This design comes from an exercise in tuning for small area and a short achievable clock period on the open sky130 flow, not from production work.
The RTL was checked by simulation tests, not by an equivalence proof against the original design.
No activity file was given, so power comes from the tool's default toggle rates.

## flow/config.mk

```make
export PLATFORM = sky130hd
export DESIGN_NAME = rng_readout
export DESIGN_NICKNAME = rng_readout
export VERILOG_FILES = /design/flow/design.v
export SDC_FILE = /design/flow/constraint.sdc
export NUM_CORES = 4
export LEC_CHECK = 0
export CAP_MARGIN = 20
export CORE_MARGIN = 2
export CORE_UTILIZATION = 45
export SLEW_MARGIN = 20
```

## flow/constraint.sdc

```tcl
create_clock -name core_clock -period 5.0 [get_ports {clk}]
set_input_delay 1.0000 -clock core_clock [delete_from_list [all_inputs] [get_ports {clk}]]
set_output_delay 1.0000 -clock core_clock [all_outputs]
set_load 0.01 [all_outputs]
```

## flow/design.v

```verilog
`default_nettype none
module rng_readout #(
    parameter  int DATA_W = 512,
    parameter  int SEG_W  = 8,
    parameter  int DEPTH  = 4,
    localparam int NSEG   = DATA_W / SEG_W,
    localparam int IW     = (NSEG > 1) ? $clog2(NSEG) : 1,
    localparam int CW     = $clog2(DEPTH + 1)
) (
    input  logic              clk,
    input  logic              rst_n,
    input  logic              in_valid,
    input  logic [DATA_W-1:0] in_data,
    input  logic              next_seg,
    input  logic              clear_ovf,
    output logic [SEG_W-1:0]  out_seg,
    output logic [IW-1:0]     seg_idx,
    output logic              word_avail,
    output logic [CW-1:0]     count,
    output logic              full,
    output logic              overflow
);
    localparam int              PW          = $clog2(DEPTH);
    localparam logic [0:0]      c_st_empty  = 1'b0;
    localparam logic [0:0]      c_st_show   = 1'b1;
    localparam logic [CW-1:0]   c_depth     = CW'(DEPTH);
    localparam logic [CW-1:0]   c_one       = CW'(1);
    localparam logic [IW-1:0]   c_last_seg  = IW'(NSEG - 1);
    generate
        if ((DATA_W % SEG_W) != 0) begin : g_chk_seg
            $error("rng_readout: DATA_W must be an integer multiple of SEG_W");
        end
        if ((DEPTH < 2) || ((DEPTH & (DEPTH - 1)) != 0)) begin : g_chk_depth
            $error("rng_readout: DEPTH must be a power of two and >= 2");
        end
    endgenerate
    logic [0:0]        r_state;
    logic [0:0]        w_state_nxt;
    logic              r_valid_q;
    logic [PW-1:0]     r_wr_ptr;
    logic [PW-1:0]     r_rd_ptr;
    logic [CW-1:0]     r_count;
    logic [CW-1:0]     w_count_nxt;
    logic              r_full;
    logic              r_avail;
    logic              r_ovf;
    logic [IW-1:0]     r_seg_idx;
    logic [SEG_W-1:0]  r_out_seg;
    logic [DATA_W-1:0] r_mem [DEPTH];
    logic              w_capture;
    logic              w_show;
    logic              w_adv;
    logic              w_pop;
    logic              w_push;
    logic              w_drop;
    logic [DATA_W-1:0] w_head;
    logic [SEG_W-1:0]  w_segs [NSEG];
    assign w_capture = in_valid & ~r_valid_q;
    assign w_head    = r_mem[r_rd_ptr];
    generate
        for (genvar gi = 0; gi < NSEG; gi++) begin : g_seg
            assign w_segs[gi] = w_head[gi*SEG_W +: SEG_W];
        end
    endgenerate
    always_ff @(posedge clk or negedge rst_n) begin
        if (!rst_n) begin
            r_state <= c_st_empty;
        end else begin
            r_state <= w_state_nxt;
        end
    end
    always_comb begin
        w_state_nxt = r_state;
        case (r_state)
            c_st_empty: if (w_push) w_state_nxt = c_st_show;
            c_st_show:  if (w_pop && !w_push && (r_count == c_one)) w_state_nxt = c_st_empty;
            default:    w_state_nxt = c_st_empty;
        endcase
    end
    always_comb begin
        w_show = (r_state == c_st_show);
        w_adv  = w_show & next_seg;
        w_pop  = w_adv & (r_seg_idx == c_last_seg);
        w_push = w_capture & (~r_full | w_pop);
        w_drop = w_capture & r_full & ~w_pop;
    end
    always_comb begin
        w_count_nxt = r_count;
        case ({w_push, w_pop})
            2'b10:   w_count_nxt = r_count + c_one;
            2'b01:   w_count_nxt = r_count - c_one;
            default: w_count_nxt = r_count;
        endcase
    end
    always_ff @(posedge clk or negedge rst_n) begin
        if (!rst_n) begin
            r_valid_q <= 1'b0;
            r_wr_ptr  <= '0;
            r_rd_ptr  <= '0;
            r_count   <= '0;
            r_full    <= 1'b0;
            r_avail   <= 1'b0;
            r_ovf     <= 1'b0;
            r_seg_idx <= '0;
            r_out_seg <= '0;
        end else begin
            r_valid_q <= in_valid;
            r_count   <= w_count_nxt;
            r_full    <= (w_count_nxt == c_depth);
            r_avail   <= (w_count_nxt != '0);
            if (w_push) r_wr_ptr <= r_wr_ptr + PW'(1);
            if (w_pop)  r_rd_ptr <= r_rd_ptr + PW'(1);
            if (w_pop) begin
                r_seg_idx <= '0;
            end else if (w_adv) begin
                r_seg_idx <= r_seg_idx + IW'(1);
            end
            if (w_drop) begin
                r_ovf <= 1'b1;
            end else if (clear_ovf) begin
                r_ovf <= 1'b0;
            end
            r_out_seg <= w_show ? w_segs[r_seg_idx] : '0;
        end
    end
    always_ff @(posedge clk) begin
        if (w_push) r_mem[r_wr_ptr] <= in_data;
    end
    assign out_seg    = r_out_seg;
    assign seg_idx    = r_seg_idx;
    assign word_avail = r_avail;
    assign count      = r_count;
    assign full       = r_full;
    assign overflow   = r_ovf;
endmodule
`default_nettype wire
```

## flow/run.sh

```bash
#!/bin/bash
# synth_recipe.tcl (not shown) runs the flow's synth.tcl, then flattens the netlist and writes it again
# the make line also repeats each setting of config.mk as NAME=value (left out here)
make -C /OpenROAD-flow-scripts/flow DESIGN_CONFIG=/design/flow/config.mk WORK_HOME=/design/flow/orfs CLKGATE_MAP_FILE= SYNTH_SCRIPT=/design/flow/synth_recipe.tcl finish
```

==> results of run 1 <==
[cell families (layout without fill, tap and decap cells)]
group	Yosys count	count (layout)	share of synthesized area
adder cells (fa/ha/maj)	14	14	0.00220
AO/OA/AOI/OAI	121	121	0.0107
AND/OR/NAND/NOR	645	645	0.0438
multiplexers	522	522	0.146
XOR/XNOR	7	7	0.000770
flip-flops	2074	2074	0.781
buffers and inverters	246	1101	0.0153
other	0	37	0
[metal layers]
| metal | vias up | share of wire | track usage |
|---|---|---|---|
| met2 | 1939 | 0.51 | 0.412 |
| met5 | - | 0.00095 | 0 |
| li1 | 16900 | - | - |
| met1 | 21900 | 0.39 | 0.333 |
| met3 | 444 | 0.075 | 0.0520 |
| met4 | 34 | 0.032 | 0.0934 |
[synth_stat cells, types with 3 or more instances]
library cell                  n  area, um2
sky130_fd_sc_hd__edfxtp_1  2048      61500
sky130_fd_sc_hd__mux4_2     512      11500
sky130_fd_sc_hd__nand3_1    399       2000
sky130_fd_sc_hd__nand4_1     99        619
sky130_fd_sc_hd__clkbuf_1    96        360
sky130_fd_sc_hd__buf_2       70        350
sky130_fd_sc_hd__a31oi_1     30        188
sky130_fd_sc_hd__and3_1      27        169
sky130_fd_sc_hd__buf_4       26        195
sky130_fd_sc_hd__dfrtp_1     26        651
sky130_fd_sc_hd__nand2_1     26       97.6
sky130_fd_sc_hd__buf_1       24       90.1
sky130_fd_sc_hd__a22oi_1     19        143
sky130_fd_sc_hd__nor4_1      17        106
sky130_fd_sc_hd__buf_6       15        169
sky130_fd_sc_hd__inv_1       15       56.3
sky130_fd_sc_hd__o21ai_0     15       75.1
sky130_fd_sc_hd__ha_1        14        175
sky130_fd_sc_hd__nor2_1      13       48.8
sky130_fd_sc_hd__a21oi_1     11       55.1
sky130_fd_sc_hd__and3b_1      9       78.8
sky130_fd_sc_hd__or4_1        9       67.6
sky130_fd_sc_hd__a32oi_1      8       70.1
sky130_fd_sc_hd__and2_1       8       50.1
sky130_fd_sc_hd__nor2b_1      8       50.1
sky130_fd_sc_hd__nor3_1       8       40.0
sky130_fd_sc_hd__o31ai_1      8       60.1
sky130_fd_sc_hd__nor3b_1      7       52.6
sky130_fd_sc_hd__a22o_1       6       52.6
sky130_fd_sc_hd__mux2i_1      6       60.1
sky130_fd_sc_hd__or3_1        5       31.3
sky130_fd_sc_hd__xnor2_1      5       43.8
sky130_fd_sc_hd__mux2_2       4       45.0
sky130_fd_sc_hd__and4_1       3       26.3
sky130_fd_sc_hd__o211ai_1     3       22.5
sky130_fd_sc_hd__o22ai_1      3       18.8
[how the worst max path moves through the flow]
stage | startpoint | to | cells after the start
2_1_floorplan | next_seg | r_mem[0][0] | 5
3_3_place_gp | r_rd_ptr[1] | r_out_seg[3] | 8
3_5_place_dp | r_seg_idx[3] | r_out_seg[6] | 7
4_1_cts | r_seg_idx[3] | seg_idx[3] | 1
5_1_grt | r_seg_idx[4] | r_avail | 9
6_report | r_rd_ptr[0] | r_out_seg[6] | 8
[report_power, final]
group	internal, mW	switching [mW]
logic	3.25	5.47
registers	21.0	0.543
clock network	9.11	6.64
[final cells by class]
type	count	area share
well taps	2340	0.0306
repair buffers	698	0.0748
multi-input cells	1309	0.171
inverters	15	0.000588
clock inverters	141	0.0161
diodes	37	0.000968
flip-flops and latches	2074	0.650
clock buffers	247	0.0566
[flip-flops by register name, indices dropped and copies added, names as in the netlist]
register / cells
r_count: 3
r_full: 1
r_rd_ptr: 2
r_seg_idx: 6
r_state: 1
r_valid_q: 1
r_out_seg: 8
r_ovf: 1
r_mem: 2048
r_wr_ptr: 2
r_avail: 1
[stage by stage]
stage	area, um2	instances
detailed placement	88600	6436
global route	95700	6854
floorplan	79700	3629
CTS	95600	6824
global placement	88600	6436
finish	95700	6861
[worst reg2reg max path, stage by stage (launching register included)]
cell and delay, ns:
sky130_fd_sc_hd__dfrtp_4 0.75, sky130_fd_sc_hd__buf_12 0.37, sky130_fd_sc_hd__buf_4 0.38, sky130_fd_sc_hd__mux4_2 0.54, sky130_fd_sc_hd__nand3_1 0.12, sky130_fd_sc_hd__nand4_1 0.15
sky130_fd_sc_hd__nor4_1 0.96, sky130_fd_sc_hd__and3_1 0.43, sky130_fd_sc_hd__a21oi_1 0.10
==> impl.org, run 1 <==
** Synth
- Synth cell types :: 55
- Nets in the synthesized netlist :: 4,160
- Proportion of synthesized chip area in sequential cells :: 0.781
- Yosys warning count :: 2
- Syn Inst Count :: 3,629
- In the synthesized netlist the async set-or-reset flop fraction comes to 0.0125.
- Post-synthesis average cell area :: 21.9 um2
- Primary FF master, synth :: sky130_fd_sc_hd__edfxtp_1
- In this run, synthesis produced a sequential element count of 2,074.
- Count of flip-flops with a built-in enable after synthesis :: 2,048
- Synth Cell Area :: 79,600 um2

** Timing
- After layout, the worst setup slack is 1.07 ns.
- Unrepaired setup endpoints after global routing :: no
- Final cycle utilization of the critical path :: 0.785
- Final Setup Violations :: 0
- Worst-case hold slack :: 0.536 ns
- Post-layout minimum cycle time :: 3.93 ns
- Between clock sinks in the finished design, the worst skew comes to 0.0373 ns.
- FMAX :: 255 MHz
- Final-report max-slew violation count :: 0
- Slew @ Worst Pin :: 1.11 ns
- Headroom to the max-slew limit came out at 0.251.
- The final hold violation count is 0.
- Adding up every negative setup slack in the final design gives 0 ns.

** Power
- Dividing total power by cell area gives a power density of 481 nW/um2.
- IR analysis of the VDD net gives a maximum drop of 540 uV.
- Summed over all cells, the static leakage comes to 29.6 nW.
- Post-layout power :: 46.0 mW

** Worst setup path
- In this run the critical register-to-register path is captured at r_out_seg[6].
- Number of buffer and inverter instances along the worst setup path :: 2
- Along the worst path, the maximum fanout reaches 33.
- At the worst endpoint, the required time is 5.72 ns.
- In this design, the stage delay of the slowest critical-path cell is 0.96 ns.
- The worst setup path is launched from a register.
- The setup check on the worst reg-to-reg path leaves a slack of 1.07 ns.
- Max stage delay cell, worst path :: sky130_fd_sc_hd__nor4_1
- CP Cell Sequence :: buf_12 -> buf_4 -> mux4_2 -> nand3_1 -> nand4_1 -> nor4_1 -> and3_1 -> a21oi_1
- Element type at the critical path end :: register
- Worst EP arrival :: 4.64 ns
- The setup path with the least slack is of type reg -> reg.
- Worst reg2reg path startpoint :: r_rd_ptr[0]
- Top delay family on crit path :: simple AND/OR/NAND/NOR gates
- Number of cell instances on the worst register-to-register path :: 8

** Cells and area
- Summing all flip-flop and latch instances after layout gives 62,200 um2.
- Number of nets in the finished design :: 4,837
- Leaving out fill and tap cells, the most frequent cell in the layout is sky130_fd_sc_hd__edfxtp_1.
- Area of the multi-input gates :: 16,300 um2
- At the end of the flow the core is filled with cells to 0.544.
- After filler insertion, the fill cell instance count of the layout stands at 13,400.
- Area overhead of the layout relative to synthesis :: 20.2%
- Leaving out fill and tap cells, the most frequent cells in the layout are sky130_fd_sc_hd__edfxtp_1, sky130_fd_sc_hd__clkdlybuf4s50_1, sky130_fd_sc_hd__mux4_2.
- In the final layout, the share of cells above drive strength 1 is 0.228.

** Clocking
- Reg clk slew, reported paths :: 0.06 ns
- Root buffer selected by CTS :: sky130_fd_sc_hd__clkbuf_16
- CTS buffer count :: 208
- H-Tree Depth :: 4
- In this run the post-CTS setup repair buffer count came out at 0.
- Count of hold buffers inserted by post-cts repair :: 0
- Maximum buffer depth of the clock tree :: 3
- For the worst-skew pair, the clock arrives at the later sink with an insertion delay of 0.85 ns.
- Once the clock tree was built, the resizer swapped 0 gates to a different size.
- Counting every sink on the clock net gives 2,074.
- TritonCTS built the clock tree.

** Floorplanning
- The die is 425 um tall.
- Initial cell density of the core :: 0.452
- Width of the die :: 425 um
- The floorplan step defined a core boundary enclosing 176,000 um2.
- Number of I/O pins :: 537
- Overall die area :: 180,000 um2
- Std-Cell Rows :: 154

** Placed design
- Pre-CTS setup slack :: 1.12 ns
- Summed over all nets, the half-perimeter wirelength after detailed placement is 148,000 um.
- Count of buffers from port buffering :: 536
- GPL Wtd Cong :: 0.799

** Global route
- Pin count of the biggest net entering global routing :: 113
- Number of antenna violations at the first check in global routing :: 123
- Total global-route track usage :: 0.251
- The first global-routing pass estimated 317,000 um of wire.
- GRT Residual Overflow :: 0
- Via count of the first global-routing pass :: 41,200

** Hold path
- Worst min-delay path category :: reg -> reg
- The worst hold path begins at r_ovf.
- Counting instances, the worst hold path has a depth of 2.
- Worst hold endpoint :: r_ovf

** Job
- MaxCap Viol Count :: 0

** Routing
- Final routed DRC violation total :: 0
- Summed over all layers, the routed wires come to 227,000 um.
- Via/cell ratio :: 6.01
- Vias :: 41,200
- In this run the remaining antenna-violating nets after routing total 0.
- Dividing the detail-routed wire length by the instance count gives 33.1 um.
- Detailed Route Iter0 Violations :: 4,647
- For this run, the detailed router's first-pass iteration total came to 5.

** Status
- Result of the run :: complete, no violations
==> run 2: changes to the inputs <==
==> flow/design.v (replaced) <==
`default_nettype none
module rng_readout #(
    parameter  int DATA_W = 512,
    parameter  int SEG_W  = 8,
    parameter  int DEPTH  = 4,
    localparam int NSEG   = DATA_W / SEG_W,
    localparam int IW     = (NSEG > 1) ? $clog2(NSEG) : 1,
    localparam int CW     = $clog2(DEPTH + 1)
) (
    input  logic              clk,
    input  logic              rst_n,
    input  logic              in_valid,
    input  logic [DATA_W-1:0] in_data,
    input  logic              next_seg,
    input  logic              clear_ovf,
    output logic [SEG_W-1:0]  out_seg,
    output logic [IW-1:0]     seg_idx,
    output logic              word_avail,
    output logic [CW-1:0]     count,
    output logic              full,
    output logic              overflow
);
    localparam logic [CW-1:0] c_depth    = CW'(DEPTH);
    localparam logic [IW-1:0] c_last_seg = IW'(NSEG - 1);
    logic              r_valid_q;
    logic [DEPTH-1:0]  r_wr_oh;      
    logic [DEPTH-1:0]  r_rd_oh;      
    logic [DEPTH-1:0]  r_rsel;       
    logic [CW-1:0]     r_count;
    logic              r_full;
    logic              r_avail;
    logic              r_ovf;
    logic [IW-1:0]     r_seg_idx;
    logic [SEG_W-1:0]  r_out_seg;
    logic [DATA_W-1:0] r_mem [DEPTH];
    logic              w_capture, w_last, w_adv, w_pop, w_push, w_drop;
    logic [CW-1:0]     w_count_nxt;
    logic [DEPTH-1:0]  w_rd_oh_nxt;
    assign w_capture = in_valid & ~r_valid_q;
    assign w_last    = (r_seg_idx == c_last_seg);
    assign w_adv     = r_avail & next_seg;
    assign w_pop     = w_adv & w_last;
    assign w_push    = w_capture & (~r_full | w_pop);
    assign w_drop    = w_capture & r_full & ~w_pop;
    always_comb begin
        w_count_nxt = r_count;
        case ({w_push, w_pop})
            2'b10:   w_count_nxt = r_count + CW'(1);
            2'b01:   w_count_nxt = r_count - CW'(1);
            default: w_count_nxt = r_count;
        endcase
    end
    assign w_rd_oh_nxt = w_pop ? {r_rd_oh[DEPTH-2:0], r_rd_oh[DEPTH-1]} : r_rd_oh;
    always_ff @(posedge clk or negedge rst_n) begin
        if (!rst_n) begin
            r_valid_q <= 1'b0;
            r_wr_oh   <= DEPTH'(1);
            r_rd_oh   <= DEPTH'(1);
            r_rsel    <= '0;
            r_count   <= '0;
            r_full    <= 1'b0;
            r_avail   <= 1'b0;
            r_ovf     <= 1'b0;
            r_seg_idx <= '0;
            r_out_seg <= '0;
        end else begin
            r_valid_q <= in_valid;
            r_count   <= w_count_nxt;
            r_full    <= (w_count_nxt == c_depth);
            r_avail   <= (w_count_nxt != '0);
            if (w_push) r_wr_oh <= {r_wr_oh[DEPTH-2:0], r_wr_oh[DEPTH-1]};
            r_rd_oh   <= w_rd_oh_nxt;
            r_rsel    <= (w_count_nxt != '0) ? w_rd_oh_nxt : '0;
            if (w_pop) begin
                r_seg_idx <= '0;
            end else if (w_adv) begin
                r_seg_idx <= r_seg_idx + IW'(1);
            end
            if (w_drop) begin
                r_ovf <= 1'b1;
            end else if (clear_ovf) begin
                r_ovf <= 1'b0;
            end
            r_out_seg <= w_sel;
        end
    end
    logic [DEPTH-1:0] w_wen_lo, w_wen_hi;
    assign w_wen_lo = r_wr_oh & {DEPTH{~r_full | w_last}};
    assign w_wen_hi = r_wr_oh & {DEPTH{~r_full | w_pop}};
    generate
        for (genvar w = 0; w < DEPTH; w++) begin : g_slot
            always_ff @(posedge clk) begin
                if (w_wen_lo[w]) r_mem[w][DATA_W-SEG_W-1:0] <= in_data[DATA_W-SEG_W-1:0];
                if (w_wen_hi[w]) r_mem[w][DATA_W-1:DATA_W-SEG_W] <= in_data[DATA_W-1:DATA_W-SEG_W];
            end
        end
    endgenerate
    logic [NSEG-1:0]  w_seg_oh;
    logic [SEG_W-1:0] w_word_sel [DEPTH];
    logic [SEG_W-1:0] w_sel;
    always_comb begin
        for (int s = 0; s < NSEG; s++) w_seg_oh[s] = (r_seg_idx == IW'(s));
    end
    always_comb begin
        for (int w = 0; w < DEPTH; w++) begin
            w_word_sel[w] = '0;
            for (int s = 0; s < NSEG; s++)
                w_word_sel[w] = w_word_sel[w] | (r_mem[w][s*SEG_W +: SEG_W] & {SEG_W{w_seg_oh[s]}});
        end
        w_sel = '0;
        for (int w = 0; w < DEPTH; w++)
            w_sel = w_sel | (w_word_sel[w] & {SEG_W{r_rsel[w]}});
    end
    assign out_seg    = r_out_seg;
    assign seg_idx    = r_seg_idx;
    assign word_avail = r_avail;
    assign count      = r_count;
    assign full       = r_full;
    assign overflow   = r_ovf;
endmodule
`default_nettype wire
==> impl.org, run 2 <==
** Global route
- Met1 track utilization from global routing :: 0.496
- For this run, global-route usage on met3 was measured as 0.0927.
- In the global route stage, overall resource usage came out at 0.372.
- GRT met2 Usage :: 0.567
- The first global-routing pass estimated 425,000 um of wire.
- After global routing, the most crowded layer is met2.
- Entering global routing, the biggest net connects 121 pins.
- Via count of the first global-routing pass :: 46,600
- The number of antenna violations at the first check in global routing was 56.
- GRT Residual Overflow :: 0

** Timing
- Based on the critical path, the design can be clocked at up to 225 MHz.
- Final cycle utilization of the critical path :: 0.890
- At the pin with the least slew margin, the transition time is 1.25 ns.
- Post-layout minimum cycle time :: 4.45 ns
- For the final database, setup skew stands at 0.0515 ns.
- Final-report max-slew violation count :: 0
- Final Setup Violations :: 0
- Summed negative setup slack over all endpoints :: 0 ns
- The worst pin sits at a relative slew slack of 0.167.
- Worst-case hold slack :: 0.230 ns
- Setup repair after global routing left no endpoint under its margin.
- Final hold violation count :: 0

** Cells and area
- The layout has 13,100 filler cells.
- After the last flow step, the layout net total stands at 5,337.
- Most frequent cells in the layout :: sky130_fd_sc_hd__edfxtp_1, sky130_fd_sc_hd__a22oi_1, sky130_fd_sc_hd__clkdlybuf4s50_1
- The register with the most flip-flops in the layout has 2,048 of them.
- Layout cells sized above 1 :: 0.122
- Leaving out fill and tap cells, the most frequent cell in the layout is sky130_fd_sc_hd__edfxtp_1.
- Largest registers ranked by flip-flop count :: r_mem (2048), r_out_seg (8), r_seg_idx (6)
- Ranked by flip-flop count, first place goes to r_mem.
- Relative to the synthesized area, the layout overhead comes to 21.3%.

** Synth
- Nets in the synthesized netlist :: 4,634
- Synth cell types :: 70
- Most instantiated library cell after synthesis :: sky130_fd_sc_hd__edfxtp_1
- Top cells by count, synth :: sky130_fd_sc_hd__edfxtp_1, sky130_fd_sc_hd__a22oi_1, sky130_fd_sc_hd__clkbuf_1, sky130_fd_sc_hd__and3_1, sky130_fd_sc_hd__nand4_1
- During synthesis, Yosys emitted a total of 3 warnings.
- Biggest area consumer among synthesized cells :: sky130_fd_sc_hd__edfxtp_1
- By area the synthesized netlist is led by sky130_fd_sc_hd__edfxtp_1, sky130_fd_sc_hd__a22oi_1, sky130_fd_sc_hd__and3_1.
- Primary FF master, synth :: sky130_fd_sc_hd__edfxtp_1
- A synthesized cell averages 18.4 um2.
- Counting flops and latches in the post-synthesis netlist gives 2,081.
- The synthesized design contains 2,048 enable-type register cells.
- Yosys top cell area share :: 0.812
- For this run, the register share of the synthesized area comes to 0.823.
- The mapped netlist covers 75,800 um2.
- Ys async rst share :: 0.0159
- Syn Inst Count :: 4,111

** Clocking
- The later pin in the worst-skew pair is clocked with a latency of 0.87 ns.
- Reg clk slew, reported paths :: 0.06 ns
- Root buffer selected by CTS :: sky130_fd_sc_hd__clkbuf_16
- Count of hold buffers inserted by post-cts repair :: 0
- CTS buffer count :: 208
- TritonCTS built the clock tree.
- Maximum buffer depth of the clock tree :: 3
- CTS built an H-tree with a depth of 4.
- Gates resized during post-CTS repair numbered 0.
- The tree built by TritonCTS fans out to 2,081 sinks.
- The number of setup buffers added after CTS is 0.

** Routing
- Detailed-route wire length per cell :: 45.1 um
- Vias :: 49,600
- Dividing the detail-routed via count by the number of cells gives 6.87.
- After detailed routing, the number of remaining DRC violations is 0.
- The count of nets left with antenna violations once routing finished came out at 0.
- The first detailed-routing pass took 6 iterations.
- Final wirelength :: 325,000 um
- In this run, the number of DRC markers left after iteration 0 of detailed routing was 10,500.

** Floorplanning
- Overall die area :: 172,000 um2
- Vertical die dimension :: 414 um
- Number of I/O pins :: 537
- Floorplan Core Area :: 167,000 um2
- For this configuration, the core starts out at a cell density of 0.453.
- Width of the die :: 414 um
- After floorplanning, the core was divided into 150 placement rows.

** Placed design
- HPWL Detailed :: 225,000 um
- Count of buffers from port buffering :: 536
- The congestion estimate from routability-driven global placement came to 0.953.

** Power
- Power per standard cell area :: 443 nW/um2
- Summed over all cells, the static leakage comes to 29.8 nW.
- Peak supply drop :: 398 uV

** Worst setup path
- The worst setup path is launched from a register.
- In this run the critical register-to-register path is launched from r_seg_idx[0].
- The endpoint identified for the worst register-to-register timing path is r_out_seg[2].
- The critical path is of the reg -> reg type.
- Measured in cells, the most critical reg-to-reg path has a length of 11.
- Worst EP arrival :: 5.13 ns
- Required time of the worst setup path :: 5.68 ns
- In this run the worst setup path terminates at r_out_seg[2].
- Maximum net fanout on the critical path :: 26
- The setup check on the worst reg-to-reg path leaves a slack of 0.55 ns.
- Startpoint of the worst setup timing path :: r_seg_idx[0]
- The worst setup path is captured at a register.

** Hold path
- In this run the worst hold path is classified as in -> async.

** Status
- Result of the run :: complete, no violations

** Job
- MaxCap Viol Count :: 0
-- run 2: cell types whose count changed in the layout (fill, tap and decap cells not counted), moves of 44 or more --
| cell | change |
|---|---|
| sky130_fd_sc_hd__a22oi_1 | +764 |
| sky130_fd_sc_hd__mux4_2 | -512 |
| sky130_fd_sc_hd__nand3_1 | -308 |
| sky130_fd_sc_hd__and3_1 | +138 |
| sky130_fd_sc_hd__nand2_1 | +72 |
| sky130_fd_sc_hd__buf_4 | +49 |
| sky130_fd_sc_hd__a21oi_1 | +48 |
| sky130_fd_sc_hd__a221oi_1 | +44 |
-- run 2: per-layer routing --
metal,vias up,wire length (um)
met5,-,122
met4,20,19800
met1,25400,116000
met2,4605,147000
met3,781,42000
li1,18800,-
-- run 2: stage by stage --
stage                     setup WS, ns   util  cells  power, mW  cell area (um2)
after floorplan                  -5.36      -   4111       22.3            75900
after global placement           0.344  0.510   6805       25.8            85300
after detailed placement         0.571  0.511   6807       25.9            85400
after CTS                        0.521  0.549   7189       40.5            91800
after global routing             0.602  0.549   7203       41.4            91800
final                            0.550  0.549   7214       40.7            91900
-- run 2: power by group --
part           switching [mW]  total [mW]  leakage [nW]  internal, mW
combinational            4.47        6.42          7.84          1.95
sequential              0.157        19.3          18.8          19.2
clock                    6.79        14.9          3.11          8.15
total                    11.4        40.7          29.8          29.3
-- run 2: kinds of logic (layout without fill, tap and decap cells) --
| kind of cell | after synthesis | in the layout | synth area share |
|---|---|---|---|
| AOI/OAI and AO/OA | 1102 | 1102 | 0.112 |
| xor gates and xnor gates | 5 | 5 | 0.000578 |
| adders and majority gates | 6 | 6 | 0.00109 |
| buffers and inverters | 266 | 1141 | 0.0144 |
| DFF | 2081 | 2081 | 0.823 |
| muxes | 11 | 11 | 0.00160 |
| other | 0 | 24 | 0 |
| and+or+nand+nor | 640 | 640 | 0.0480 |
-- run 2: layout make-up --
cell class / instances / area [um2] / share of cell area
Antenna cell: 24 / 60.1 / 0.000654
Clock buffer: 257 / 5410 / 0.0589
Clock inverter: 125 / 973 / 0.0106
Inverter: 11 / 41.3 / 0.000449
Multi-Input combinational cell: 1764 / 12700 / 0.139
Sequential cell: 2081 / 62300 / 0.679
Tap cell: 2204 / 2760 / 0.0300
Timing Repair Buffer: 748 / 7540 / 0.0821
-- run 2: worst min path at each step --
stage,end,from,slack (ns),depth (start not counted)
2_1_floorplan,r_rd_oh[2],r_rd_oh[1],0.49,1
3_3_place_gp,r_rd_oh[3],r_rd_oh[2],0.50,1
3_5_place_dp,r_rd_oh[1],r_rd_oh[1],0.51,1
4_1_cts,r_out_seg[5],rst_n,0.21,1
5_1_grt,r_out_seg[5],rst_n,0.26,1
6_report,r_out_seg[5],rst_n,0.23,1
-- run 2: critical path, cell delays in order, from the launching register on --
cell                        delay, ns
sky130_fd_sc_hd__dfrtp_2         0.49
sky130_fd_sc_hd__inv_1           0.17
sky130_fd_sc_hd__ha_4            0.20
sky130_fd_sc_hd__buf_4           0.23
sky130_fd_sc_hd__and3b_1         0.51
sky130_fd_sc_hd__and3_1          0.33
sky130_fd_sc_hd__a2111oi_0       0.91
sky130_fd_sc_hd__buf_4           0.27
sky130_fd_sc_hd__nand3_1         0.11
sky130_fd_sc_hd__or4_1           0.44
sky130_fd_sc_hd__o41ai_1         0.40
sky130_fd_sc_hd__o2111ai_1       0.19

what the ideal ports hide:
The flow's constraints put no driver on any port. The routed layouts listed below were extracted and timed again, unchanged, in two steps. Step 1 (the two cells are an assumption about what drives the block):
set clk [get_ports {clk}]
set_driving_cell -lib_cell sky130_fd_sc_hd__clkbuf_16 $clk
set_driving_cell -lib_cell sky130_fd_sc_hd__buf_2 [delete_from_list [all_inputs] $clk]
Step 2 moves the port delays by t, midway between the first and last clock arrival at a register: inputs arrive t later, outputs are due t later. That takes back most of the time a late clock gives input paths. a / b / c = no drivers / after step 1 / after step 2; a / b = the first two.
run	t (ns)	setup WS [ns]	worst setup path after step 2	slew at the worst register clock pin (ns)	worst slew at a driven data input, ns
run 1	0.920	1.074 / 1.074 / 1.074	register to register	0.07 / 0.07	0.22
run 2	0.932	0.550 / 0.550 / 0.550	register to register	0.07 / 0.07	0.23
After both steps every run listed still meets setup and hold.
